This design comes from an exercise in tuning for small area and a short achievable clock period on the open sky130 flow, not from production work. Where RTL was checked, it was by simulation tests only, not by an equivalence proof against the original. Power figures rest on the tool's default switching activity, not on a simulated workload.

==> 07-02 <==
==> flow/design.v <==
module sd_block_buffer #(
    parameter int BLOCK_LEN = 512,
    parameter int ADDR_W    = 9
) (
    input  logic              clk96m,
    input  logic              rst,
    input  logic              arm,
    input  logic [7:0]        din,
    input  logic              din_valid,
    input  logic              rd_req,
    input  logic              rd_rewind,
    output logic [7:0]        rd_data,
    output logic              rd_valid,
    output logic              busy,
    output logic              done,
    output logic              crc_ok,
    output logic [ADDR_W:0]   byte_cnt,
    output logic              overflow
);
    localparam int LINE_B = 4;                   
    localparam int NLINES = BLOCK_LEN / LINE_B;  
    logic        fill, chi, clo;
    logic [15:0] crc;
    logic        hi_eq;
    function automatic logic [15:0] crc16_byte(input logic [15:0] c,
                                               input logic [7:0]  d);
        logic [15:0] r;
        logic        fb;
        r = c;
        for (int i = 7; i >= 0; i--) begin
            fb = r[15] ^ d[i];
            r  = {r[14:0], 1'b0} ^ (fb ? 16'h1021 : 16'h0000);
        end
        crc16_byte = r;
    endfunction
    always_ff @(posedge clk96m) begin
        if (rst) begin
            fill     <= 1'b0;
            chi      <= 1'b0;
            clo      <= 1'b0;
            busy     <= 1'b0;
            done     <= 1'b0;
            crc_ok   <= 1'b0;
            byte_cnt <= '0;
            overflow <= 1'b0;
            crc      <= 16'h0000;
        end else if (arm) begin
            fill     <= 1'b1;
            chi      <= 1'b0;
            clo      <= 1'b0;
            busy     <= 1'b1;
            done     <= 1'b0;
            crc_ok   <= 1'b0;
            byte_cnt <= '0;
            overflow <= 1'b0;
            crc      <= 16'h0000;
        end else if (din_valid) begin
            if (!busy) overflow <= 1'b1;
            if (fill) begin
                byte_cnt <= byte_cnt + (ADDR_W+1)'(1);
                crc      <= crc16_byte(crc, din);
                if (&byte_cnt[ADDR_W-1:0]) begin
                    fill <= 1'b0;
                    chi  <= 1'b1;
                end
            end
            if (chi) begin
                chi <= 1'b0;
                clo <= 1'b1;
            end
            if (clo) begin
                clo    <= 1'b0;
                busy   <= 1'b0;
                done   <= 1'b1;
                crc_ok <= hi_eq && (din == crc[7:0]);
            end
        end
    end
    always_ff @(posedge clk96m) begin
        if (chi && din_valid) hi_eq <= (din == crc[15:8]);
    end
    logic [7:0] din_r;
    logic       we_r;
    logic [7:0] mem [BLOCK_LEN];
    always_ff @(posedge clk96m) begin
        din_r <= din;
        we_r  <= fill && din_valid && !arm;
    end
    always_ff @(posedge clk96m) begin
        if (we_r) begin
            for (int i = 0; i < BLOCK_LEN - 1; i++) mem[i] <= mem[i+1];
            mem[BLOCK_LEN-1] <= din_r;
        end
    end
    logic [ADDR_W-1:0]     ptr;
    logic [NLINES-1:0]     lsel;
    logic [8*LINE_B-1:0]   la, lb, lfetch, line0;
    logic                  rd_hit, lcross, rewind0;
    assign rd_hit  = rd_req && done;
    assign lcross   = rd_hit && (&ptr[1:0]);
    assign rewind0 = arm || rd_rewind;
    always_comb begin
        for (int b = 0; b < LINE_B; b++) line0[8*b +: 8] = mem[b];
    end
    logic [8*BLOCK_LEN-1:0]     mem_flat;
    always_comb begin
        for (int i = 0; i < BLOCK_LEN; i++) mem_flat[8*i +: 8] = mem[i];
    end
    sd_block_buffer_linesel #(.NLINES(NLINES), .LWIDTH(8*LINE_B)) u_linesel (
        .sel (lsel),
        .d   (mem_flat),
        .q   (lfetch)
    );
    always_ff @(posedge clk96m) begin
        lb <= lfetch;
        if (rewind0 || !done) la <= line0;
        else if (lcross)       la <= lb;
    end
    always_ff @(posedge clk96m) begin
        if (rst) begin
            rd_valid <= 1'b0;
            rd_data  <= 8'h00;
            ptr      <= '0;
            lsel     <= NLINES'(2);
        end else begin
            rd_valid <= rd_req;
            rd_data  <= rd_hit ? la[8*ptr[1:0] +: 8] : 8'h00;
            if (rewind0) begin
                ptr <= '0;
                lsel <= NLINES'(2);
            end else if (rd_hit) begin
                ptr <= ptr + ADDR_W'(1);
                if (lcross) lsel <= {lsel[NLINES-2:0], lsel[NLINES-1]};
            end
        end
    end
endmodule
module sd_block_buffer_linesel #(
    parameter int NLINES = 128,
    parameter int LWIDTH = 32
) (
    input  logic [NLINES-1:0]        sel,
    input  logic [NLINES*LWIDTH-1:0] d,
    output logic [LWIDTH-1:0]        q
);
    for (genvar k = 0; k < LWIDTH; k++) begin : g_bit
        logic [NLINES-1:0] col;
        for (genvar l = 0; l < NLINES; l++) begin : g_col
            assign col[l] = d[LWIDTH*l + k];
        end
        sd_block_buffer_or128 u_or (.sel(sel), .d(col), .y(q[k]));
    end
endmodule
module sd_block_buffer_or128 (
    input  logic [127:0] sel,
    input  logic [127:0] d,
    output logic         y
);
    logic [42:0] n1;    
    for (genvar g = 0; g < 42; g++) begin : g_l1
        sd_block_buffer_aoi222 u (
            .a0(sel[3*g]),   .b0(d[3*g]),
            .a1(sel[3*g+1]), .b1(d[3*g+1]),
            .a2(sel[3*g+2]), .b2(d[3*g+2]),
            .y(n1[g]));
    end
    sd_block_buffer_aoi22 u_l1_last (
        .a0(sel[126]), .b0(d[126]), .a1(sel[127]), .b1(d[127]), .y(n1[42]));
    assign y = ~&n1;
endmodule
module sd_block_buffer_aoi222 (
    input logic a0, b0, a1, b1, a2, b2, output logic y);
    assign y = ~((a0 & b0) | (a1 & b1) | (a2 & b2));
endmodule
module sd_block_buffer_aoi22 (
    input logic a0, b0, a1, b1, output logic y);
    assign y = ~((a0 & b0) | (a1 & b1));
endmodule
==> flow/flow/run.sh <==
#!/bin/bash
set -euo pipefail
export BUFFER_PORTS_ARGS="-buffer_cell sky130_fd_sc_hd__buf_4"
bash standard.sh finish > standard_make.log 2>&1
==> flow/standard.sh <==
#!/bin/bash
# synth_recipe.tcl (not shown) runs the flow's synth.tcl, then flattens the netlist and writes it again
# the make line also repeats each setting of config.mk as NAME=value (left out here)
make -C /OpenROAD-flow-scripts/flow DESIGN_CONFIG=/design/flow/config.mk WORK_HOME=/design/flow/orfs CLKGATE_MAP_FILE= SYNTH_SCRIPT=/design/flow/synth_recipe.tcl "${@:-finish}"
==> flow/config.mk <==
export PLATFORM = sky130hd
export DESIGN_NAME = sd_block_buffer
export DESIGN_NICKNAME = sd_block_buffer
export VERILOG_FILES = /design/flow/design.v
export SDC_FILE = /design/flow/constraint.sdc
export NUM_CORES = 4
export LEC_CHECK = 0
export CAP_MARGIN = 20
export CORE_MARGIN = 2
export CORE_UTILIZATION = 45
export CTS_CLUSTER_DIAMETER = 150
export CTS_CLUSTER_SIZE = 25
export SETUP_SLACK_MARGIN = 3.7
export SLEW_MARGIN = 20
export SYNTH_HIERARCHICAL = 1
export SYNTH_MINIMUM_KEEP_SIZE = 0
==> flow/constraint.sdc <==
create_clock -name core_clock -period 6.0 [get_ports {clk96m}]
set_input_delay 1.2000 -clock core_clock [delete_from_list [all_inputs] [get_ports {clk96m}]]
set_output_delay 1.2000 -clock core_clock [all_outputs]
set_load 0.01 [all_outputs]
==> inputs of 04-24, as changes to 07-02 <==
==> flow/design.v, changed modules only <==
module sd_block_buffer #(
    parameter int BLOCK_LEN = 512,
    parameter int ADDR_W    = 9
) (
    input  logic              clk96m,
    input  logic              rst,
    input  logic              arm,
    input  logic [7:0]        din,
    input  logic              din_valid,
    input  logic              rd_req,
    input  logic              rd_rewind,
    output logic [7:0]        rd_data,
    output logic              rd_valid,
    output logic              busy,
    output logic              done,
    output logic              crc_ok,
    output logic [ADDR_W:0]   byte_cnt,
    output logic              overflow
);
    localparam int LINE_B = 4;                   
    localparam int NLINES = BLOCK_LEN / LINE_B;  
    logic        fill, chi, clo;
    logic [15:0] crc;
    logic        hi_eq;
    function automatic logic [15:0] crc16_byte(input logic [15:0] c,
                                               input logic [7:0]  d);
        logic [15:0] r;
        logic        fb;
        r = c;
        for (int i = 7; i >= 0; i--) begin
            fb = r[15] ^ d[i];
            r  = {r[14:0], 1'b0} ^ (fb ? 16'h1021 : 16'h0000);
        end
        crc16_byte = r;
    endfunction
    always_ff @(posedge clk96m) begin
        if (rst) begin
            fill     <= 1'b0;
            chi      <= 1'b0;
            clo      <= 1'b0;
            busy     <= 1'b0;
            done     <= 1'b0;
            crc_ok   <= 1'b0;
            byte_cnt <= '0;
            overflow <= 1'b0;
            crc      <= 16'h0000;
        end else if (arm) begin
            fill     <= 1'b1;
            chi      <= 1'b0;
            clo      <= 1'b0;
            busy     <= 1'b1;
            done     <= 1'b0;
            crc_ok   <= 1'b0;
            byte_cnt <= '0;
            overflow <= 1'b0;
            crc      <= 16'h0000;
        end else if (din_valid) begin
            if (!busy) overflow <= 1'b1;
            if (fill) begin
                byte_cnt <= byte_cnt + (ADDR_W+1)'(1);
                crc      <= crc16_byte(crc, din);
                if (&byte_cnt[ADDR_W-1:0]) begin
                    fill <= 1'b0;
                    chi  <= 1'b1;
                end
            end
            if (chi) begin
                chi <= 1'b0;
                clo <= 1'b1;
            end
            if (clo) begin
                clo    <= 1'b0;
                busy   <= 1'b0;
                done   <= 1'b1;
                crc_ok <= hi_eq && (din == crc[7:0]);
            end
        end
    end
    always_ff @(posedge clk96m) begin
        if (chi && din_valid) hi_eq <= (din == crc[15:8]);
    end
    logic [7:0] din_r;
    logic       we_r;
    logic [7:0] mem [BLOCK_LEN];
    always_ff @(posedge clk96m) begin
        din_r <= din;
        we_r  <= fill && din_valid && !arm;
    end
    always_ff @(posedge clk96m) begin
        if (we_r) begin
            for (int i = 0; i < BLOCK_LEN - 1; i++) mem[i] <= mem[i+1];
            mem[BLOCK_LEN-1] <= din_r;
        end
    end
    logic [ADDR_W-1:0]     ptr;
    logic [7:0]            fl;
    logic [NLINES/8-1:0]   fh;
    localparam int NQ = 4;                       
    logic [8*LINE_B-1:0]   la, line0;
    logic [7:0]            q_cur;
    logic [8*LINE_B-1:0]   qfetch_n [NQ];        
    logic [8*LINE_B-1:0]   lbq_n    [NQ];        
    logic [8*LINE_B-1:0]   lb;                   
    logic                  rd_hit, lcross, rewind0;
    assign rd_hit  = rd_req && done;
    assign lcross   = rd_hit && (&ptr[1:0]);
    assign rewind0 = arm || rd_rewind;
    always_comb begin
        for (int b = 0; b < LINE_B; b++) line0[8*b +: 8] = mem[b];
    end
    logic [NLINES-1:0]          lsel;
    logic [8*BLOCK_LEN-1:0]     mem_flat;
    always_comb begin
        for (int l = 0; l < NLINES; l++) lsel[l] = fh[l/8] & fl[l%8];
        for (int i = 0; i < BLOCK_LEN; i++) mem_flat[8*i +: 8] = mem[i];
    end
    for (genvar q = 0; q < NQ; q++) begin : g_quarter
        sd_block_buffer_linesel #(.NLINES(NLINES/NQ), .LWIDTH(8*LINE_B)) u_linesel (
            .sel (lsel[q*NLINES/NQ +: NLINES/NQ]),
            .d   (mem_flat[q*8*BLOCK_LEN/NQ +: 8*BLOCK_LEN/NQ]),
            .q_n (qfetch_n[q])
        );
    end
    always_comb begin
        lb = '1;
        for (int q = 0; q < NQ; q++) lb = lb & lbq_n[q];
        lb = ~lb;
    end
    always_ff @(posedge clk96m) begin
        for (int q = 0; q < NQ; q++) lbq_n[q] <= qfetch_n[q];
        if (rewind0 || !done) la <= line0;
        else if (lcross)       la <= lb;
        if (rewind0 || !done) q_cur <= mem[0];
        else if (rd_hit)       q_cur <= lcross ? lb[7:0] : la[8*(ptr[1:0] + 2'd1) +: 8];
    end
    always_ff @(posedge clk96m) begin
        if (rst) begin
            rd_valid <= 1'b0;
            rd_data  <= 8'h00;
            ptr      <= '0;
            fl       <= 8'b0000_0010;
            fh       <= (NLINES/8)'(1);
        end else begin
            rd_valid <= rd_req;
            rd_data  <= rd_hit ? q_cur : 8'h00;
            if (rewind0) begin
                ptr <= '0;
                fl  <= 8'b0000_0010;
                fh  <= (NLINES/8)'(1);
            end else if (rd_hit) begin
                ptr <= ptr + ADDR_W'(1);
                if (lcross) begin
                    fl <= {fl[6:0], fl[7]};
                    if (fl[7]) fh <= {fh[NLINES/8-2:0], fh[NLINES/8-1]};
                end
            end
        end
    end
endmodule
module sd_block_buffer_linesel #(
    parameter int NLINES = 32,
    parameter int LWIDTH = 32
) (
    input  logic [NLINES-1:0]        sel,
    input  logic [NLINES*LWIDTH-1:0] d,
    output logic [LWIDTH-1:0]        q_n
);
    for (genvar k = 0; k < LWIDTH; k++) begin : g_bit
        logic [NLINES-1:0] col;
        for (genvar l = 0; l < NLINES; l++) begin : g_col
            assign col[l] = d[LWIDTH*l + k];
        end
        sd_block_buffer_nor32 u_or (.sel(sel), .d(col), .y_n(q_n[k]));
    end
endmodule
module sd_block_buffer_nor32 (
    input  logic [31:0] sel,
    input  logic [31:0] d,
    output logic        y_n
);
    logic [10:0] n1;    
    logic [2:0]  p2;    
    for (genvar g = 0; g < 10; g++) begin : g_l1
        sd_block_buffer_aoi222 u (
            .a0(sel[3*g]),   .b0(d[3*g]),
            .a1(sel[3*g+1]), .b1(d[3*g+1]),
            .a2(sel[3*g+2]), .b2(d[3*g+2]),
            .y(n1[g]));
    end
    sd_block_buffer_aoi222 u_l1_last (
        .a0(sel[30]), .b0(d[30]),
        .a1(sel[31]), .b1(d[31]),
        .a2(sel[31]), .b2(d[31]),
        .y(n1[10]));
    sd_block_buffer_nand4 u_l2_0 (.a(n1[0]), .b(n1[1]), .c(n1[2]), .d(n1[3]), .y(p2[0]));
    sd_block_buffer_nand4 u_l2_1 (.a(n1[4]), .b(n1[5]), .c(n1[6]), .d(n1[7]), .y(p2[1]));
    sd_block_buffer_nand3 u_l2_2 (.a(n1[8]), .b(n1[9]), .c(n1[10]), .y(p2[2]));
    sd_block_buffer_nor3 u_l3 (.a(p2[0]), .b(p2[1]), .c(p2[2]), .y(y_n));
endmodule
module sd_block_buffer_nand4 (input logic a, b, c, d, output logic y);
    assign y = ~(a & b & c & d);
endmodule
module sd_block_buffer_nand3 (input logic a, b, c, output logic y);
    assign y = ~(a & b & c);
endmodule
module sd_block_buffer_nor3 (input logic a, b, c, output logic y);
    assign y = ~(a | b | c);
endmodule
// module sd_block_buffer_or128 removed
// module sd_block_buffer_aoi22 removed
--- a/flow/config.mk
+++ b/flow/config.mk
@@ -8,8 +8,8 @@
 export CAP_MARGIN = 20
 export CORE_MARGIN = 2
-export CORE_UTILIZATION = 45
+export CORE_UTILIZATION = 60
 export CTS_CLUSTER_DIAMETER = 150
-export CTS_CLUSTER_SIZE = 25
-export SETUP_SLACK_MARGIN = 3.7
+export CTS_CLUSTER_SIZE = 28
+export SETUP_SLACK_MARGIN = 3.8
 export SLEW_MARGIN = 20
 export SYNTH_HIERARCHICAL = 1
==> inputs of 03-04, as changes to 07-02 <==
==> flow/design.v, changed modules only <==
module sd_block_buffer #(
    parameter int BLOCK_LEN = 512,
    parameter int ADDR_W    = 9
) (
    input  logic              clk96m,
    input  logic              rst,
    input  logic              arm,
    input  logic [7:0]        din,
    input  logic              din_valid,
    input  logic              rd_req,
    input  logic              rd_rewind,
    output logic [7:0]        rd_data,
    output logic              rd_valid,
    output logic              busy,
    output logic              done,
    output logic              crc_ok,
    output logic [ADDR_W:0]   byte_cnt,
    output logic              overflow
);
    localparam int LINE_B = 4;                   
    localparam int NLINES = BLOCK_LEN / LINE_B;  
    logic        fill, chi, clo;
    logic [15:0] crc;
    logic        hi_eq;
    function automatic logic [15:0] crc16_byte(input logic [15:0] c,
                                               input logic [7:0]  d);
        logic [15:0] r;
        logic        fb;
        r = c;
        for (int i = 7; i >= 0; i--) begin
            fb = r[15] ^ d[i];
            r  = {r[14:0], 1'b0} ^ (fb ? 16'h1021 : 16'h0000);
        end
        crc16_byte = r;
    endfunction
    always_ff @(posedge clk96m) begin
        if (rst) begin
            fill     <= 1'b0;
            chi      <= 1'b0;
            clo      <= 1'b0;
            busy     <= 1'b0;
            done     <= 1'b0;
            crc_ok   <= 1'b0;
            byte_cnt <= '0;
            overflow <= 1'b0;
            crc      <= 16'h0000;
        end else if (arm) begin
            fill     <= 1'b1;
            chi      <= 1'b0;
            clo      <= 1'b0;
            busy     <= 1'b1;
            done     <= 1'b0;
            crc_ok   <= 1'b0;
            byte_cnt <= '0;
            overflow <= 1'b0;
            crc      <= 16'h0000;
        end else if (din_valid) begin
            if (!busy) overflow <= 1'b1;
            if (fill) begin
                byte_cnt <= byte_cnt + (ADDR_W+1)'(1);
                crc      <= crc16_byte(crc, din);
                if (&byte_cnt[ADDR_W-1:0]) begin
                    fill <= 1'b0;
                    chi  <= 1'b1;
                end
            end
            if (chi) begin
                chi <= 1'b0;
                clo <= 1'b1;
            end
            if (clo) begin
                clo    <= 1'b0;
                busy   <= 1'b0;
                done   <= 1'b1;
                crc_ok <= hi_eq && (din == crc[7:0]);
            end
        end
    end
    always_ff @(posedge clk96m) begin
        if (chi && din_valid) hi_eq <= (din == crc[15:8]);
    end
    logic [7:0] din_r;
    logic       we_r;
    logic [7:0] mem [BLOCK_LEN];
    always_ff @(posedge clk96m) begin
        din_r <= din;
        we_r  <= fill && din_valid && !arm;
    end
    always_ff @(posedge clk96m) begin
        if (we_r) begin
            for (int i = 0; i < BLOCK_LEN - 1; i++) mem[i] <= mem[i+1];
            mem[BLOCK_LEN-1] <= din_r;
        end
    end
    logic [ADDR_W-1:0]     ptr;
    logic [7:0]            fl;
    logic [NLINES/8-1:0]   fh;
    localparam int NQ = 4;                       
    logic [8*LINE_B-1:0]   la, line0;
    logic [8*LINE_B-1:0]   qfetch_n [NQ];        
    logic [8*LINE_B-1:0]   lbq_n    [NQ];        
    logic [8*LINE_B-1:0]   lb;                   
    logic                  rd_hit, lcross, rewind0;
    assign rd_hit  = rd_req && done;
    assign lcross   = rd_hit && (&ptr[1:0]);
    assign rewind0 = arm || rd_rewind;
    always_comb begin
        for (int b = 0; b < LINE_B; b++) line0[8*b +: 8] = mem[b];
    end
    logic [NLINES-1:0]          lsel;
    logic [8*BLOCK_LEN-1:0]     mem_flat;
    always_comb begin
        for (int l = 0; l < NLINES; l++) lsel[l] = fh[l/8] & fl[l%8];
        for (int i = 0; i < BLOCK_LEN; i++) mem_flat[8*i +: 8] = mem[i];
    end
    for (genvar q = 0; q < NQ; q++) begin : g_quarter
        sd_block_buffer_linesel #(.NLINES(NLINES/NQ), .LWIDTH(8*LINE_B)) u_linesel (
            .sel (lsel[q*NLINES/NQ +: NLINES/NQ]),
            .d   (mem_flat[q*8*BLOCK_LEN/NQ +: 8*BLOCK_LEN/NQ]),
            .q_n (qfetch_n[q])
        );
    end
    always_comb begin
        lb = '1;
        for (int q = 0; q < NQ; q++) lb = lb & lbq_n[q];
        lb = ~lb;
    end
    always_ff @(posedge clk96m) begin
        for (int q = 0; q < NQ; q++) lbq_n[q] <= qfetch_n[q];
        if (rewind0 || !done) la <= line0;
        else if (lcross)       la <= lb;
    end
    always_ff @(posedge clk96m) begin
        if (rst) begin
            rd_valid <= 1'b0;
            rd_data  <= 8'h00;
            ptr      <= '0;
            fl       <= 8'b0000_0010;
            fh       <= (NLINES/8)'(1);
        end else begin
            rd_valid <= rd_req;
            rd_data  <= rd_hit ? la[8*ptr[1:0] +: 8] : 8'h00;
            if (rewind0) begin
                ptr <= '0;
                fl  <= 8'b0000_0010;
                fh  <= (NLINES/8)'(1);
            end else if (rd_hit) begin
                ptr <= ptr + ADDR_W'(1);
                if (lcross) begin
                    fl <= {fl[6:0], fl[7]};
                    if (fl[7]) fh <= {fh[NLINES/8-2:0], fh[NLINES/8-1]};
                end
            end
        end
    end
endmodule
module sd_block_buffer_linesel #(
    parameter int NLINES = 32,
    parameter int LWIDTH = 32
) (
    input  logic [NLINES-1:0]        sel,
    input  logic [NLINES*LWIDTH-1:0] d,
    output logic [LWIDTH-1:0]        q_n
);
    for (genvar k = 0; k < LWIDTH; k++) begin : g_bit
        logic [NLINES-1:0] col;
        for (genvar l = 0; l < NLINES; l++) begin : g_col
            assign col[l] = d[LWIDTH*l + k];
        end
        sd_block_buffer_nor32 u_or (.sel(sel), .d(col), .y_n(q_n[k]));
    end
endmodule
module sd_block_buffer_nor32 (
    input  logic [31:0] sel,
    input  logic [31:0] d,
    output logic        y_n
);
    logic [10:0] n1;    
    logic [2:0]  p2;    
    for (genvar g = 0; g < 10; g++) begin : g_l1
        sd_block_buffer_aoi222 u (
            .a0(sel[3*g]),   .b0(d[3*g]),
            .a1(sel[3*g+1]), .b1(d[3*g+1]),
            .a2(sel[3*g+2]), .b2(d[3*g+2]),
            .y(n1[g]));
    end
    sd_block_buffer_aoi222 u_l1_last (
        .a0(sel[30]), .b0(d[30]),
        .a1(sel[31]), .b1(d[31]),
        .a2(sel[31]), .b2(d[31]),
        .y(n1[10]));
    sd_block_buffer_nand4 u_l2_0 (.a(n1[0]), .b(n1[1]), .c(n1[2]), .d(n1[3]), .y(p2[0]));
    sd_block_buffer_nand4 u_l2_1 (.a(n1[4]), .b(n1[5]), .c(n1[6]), .d(n1[7]), .y(p2[1]));
    sd_block_buffer_nand3 u_l2_2 (.a(n1[8]), .b(n1[9]), .c(n1[10]), .y(p2[2]));
    sd_block_buffer_nor3 u_l3 (.a(p2[0]), .b(p2[1]), .c(p2[2]), .y(y_n));
endmodule
module sd_block_buffer_nand4 (input logic a, b, c, d, output logic y);
    assign y = ~(a & b & c & d);
endmodule
module sd_block_buffer_nand3 (input logic a, b, c, output logic y);
    assign y = ~(a & b & c);
endmodule
module sd_block_buffer_nor3 (input logic a, b, c, output logic y);
    assign y = ~(a | b | c);
endmodule
// module sd_block_buffer_or128 removed
// module sd_block_buffer_aoi22 removed
--- a/flow/config.mk
+++ b/flow/config.mk
@@ -8,8 +8,8 @@
 export CAP_MARGIN = 20
 export CORE_MARGIN = 2
-export CORE_UTILIZATION = 45
+export CORE_UTILIZATION = 65
 export CTS_CLUSTER_DIAMETER = 150
 export CTS_CLUSTER_SIZE = 25
-export SETUP_SLACK_MARGIN = 3.7
+export SETUP_SLACK_MARGIN = 3.6
 export SLEW_MARGIN = 20
 export SYNTH_HIERARCHICAL = 1
==> run notes <==
| metric | 07-02 | 04-24 | 03-04 |
|---|---|---|---|
| P_clk | 15.3 mW | 14.3 mW | 15.0 mW |
| Number of detailed-route iterations in the first pass | 10 | 13 | 14 |
| Status | finished clean | finished clean | finished clean |
| Setup skew after layout | 77.57 ps | 31.17 ps | 29.39 ps |
| Leakage power of the design | 37.86 nW | 37.53 nW | 37.13 nW |
| Ratio of routed vias to standard cells | 6.670 | 7.289 | 7.514 |
| Gr busiest metal | met2 | met1 | met1 |
| Grt met2 use | 33.02% | 40.66% | 42.73% |
| Total internal power | 39.34 mW | 38.63 mW | 39.17 mW |
| Synthesized netlist net count | 6857 | 6775 | 6771 |
| Multi-input logic area | 21200 sq um | 20670 sq um | 20600 sq um |
| Iter 0 DRT Violations | 18230 | 18770 | 19560 |
| Post-layout util | 50.15% | 65.57% | 70.42% |
| Routed wire per std cell | 31.91 um | 33.64 um | 34.04 um |
| Starting Density | 45.15% | 60.44% | 65.41% |
| Crit-path max cell delay | 370 ps | 370 ps | 420 ps |
| P per Cell Area | 294.7 nW/um^2 | 295.7 nW/um^2 | 301.7 nW/um^2 |
| Clock tree sinks | 4342 | 4334 | 4334 |
| Clock Latency Late Sink | 920 ps | 870 ps | 860 ps |
| Vias in the first global route | 73020 | 71840 | 72070 |
| FILL cells | 26050 | 16370 | 13940 |
For 03-04, only the layout was checked, not whether the RTL still works.

-- re-timing with driven ports --
The results above use ideal ports. As a check the final layouts listed here were re-extracted and re-timed, cells and wires unchanged. Step 1 (the two cells are an assumption about what drives the block):
set clk [get_ports {clk96m}]
set_driving_cell -lib_cell sky130_fd_sc_hd__clkbuf_16 $clk
set_driving_cell -lib_cell sky130_fd_sc_hd__buf_2 [delete_from_list [all_inputs] $clk]
Step 2 adds t to the input delays and takes it off the output delays; t is the mean of the earliest and latest rising clock arrival at the registers after step 1. Input paths then give back, and output paths get back, about the clock's delay inside the block. Three values: ideal ports, drivers, drivers and shift; two values: the first two.
run | shift t [ns] | setup WS [ns] | hold slack, ns | worst data-port slew with drivers (ns) | pins driven straight from the clock port
07-02 | 0.976 | 3.406 / 3.308 / 2.768 | 0.407 / 0.355 / 0.407 | 0.03 | 1
04-24 | 0.960 | 3.455 / 3.345 / 3.208 | 0.432 / 0.398 / 0.432 | 0.20 | 1
03-04 | 0.950 | 3.402 / 3.302 / 3.026 | 0.420 / 0.412 / 0.420 | 0.15 | 1
After both steps setup and hold are still met in every run listed. The setup slack of 07-02, which loses most, moves by -0.098 ns with the drivers and by -0.638 ns with both steps.
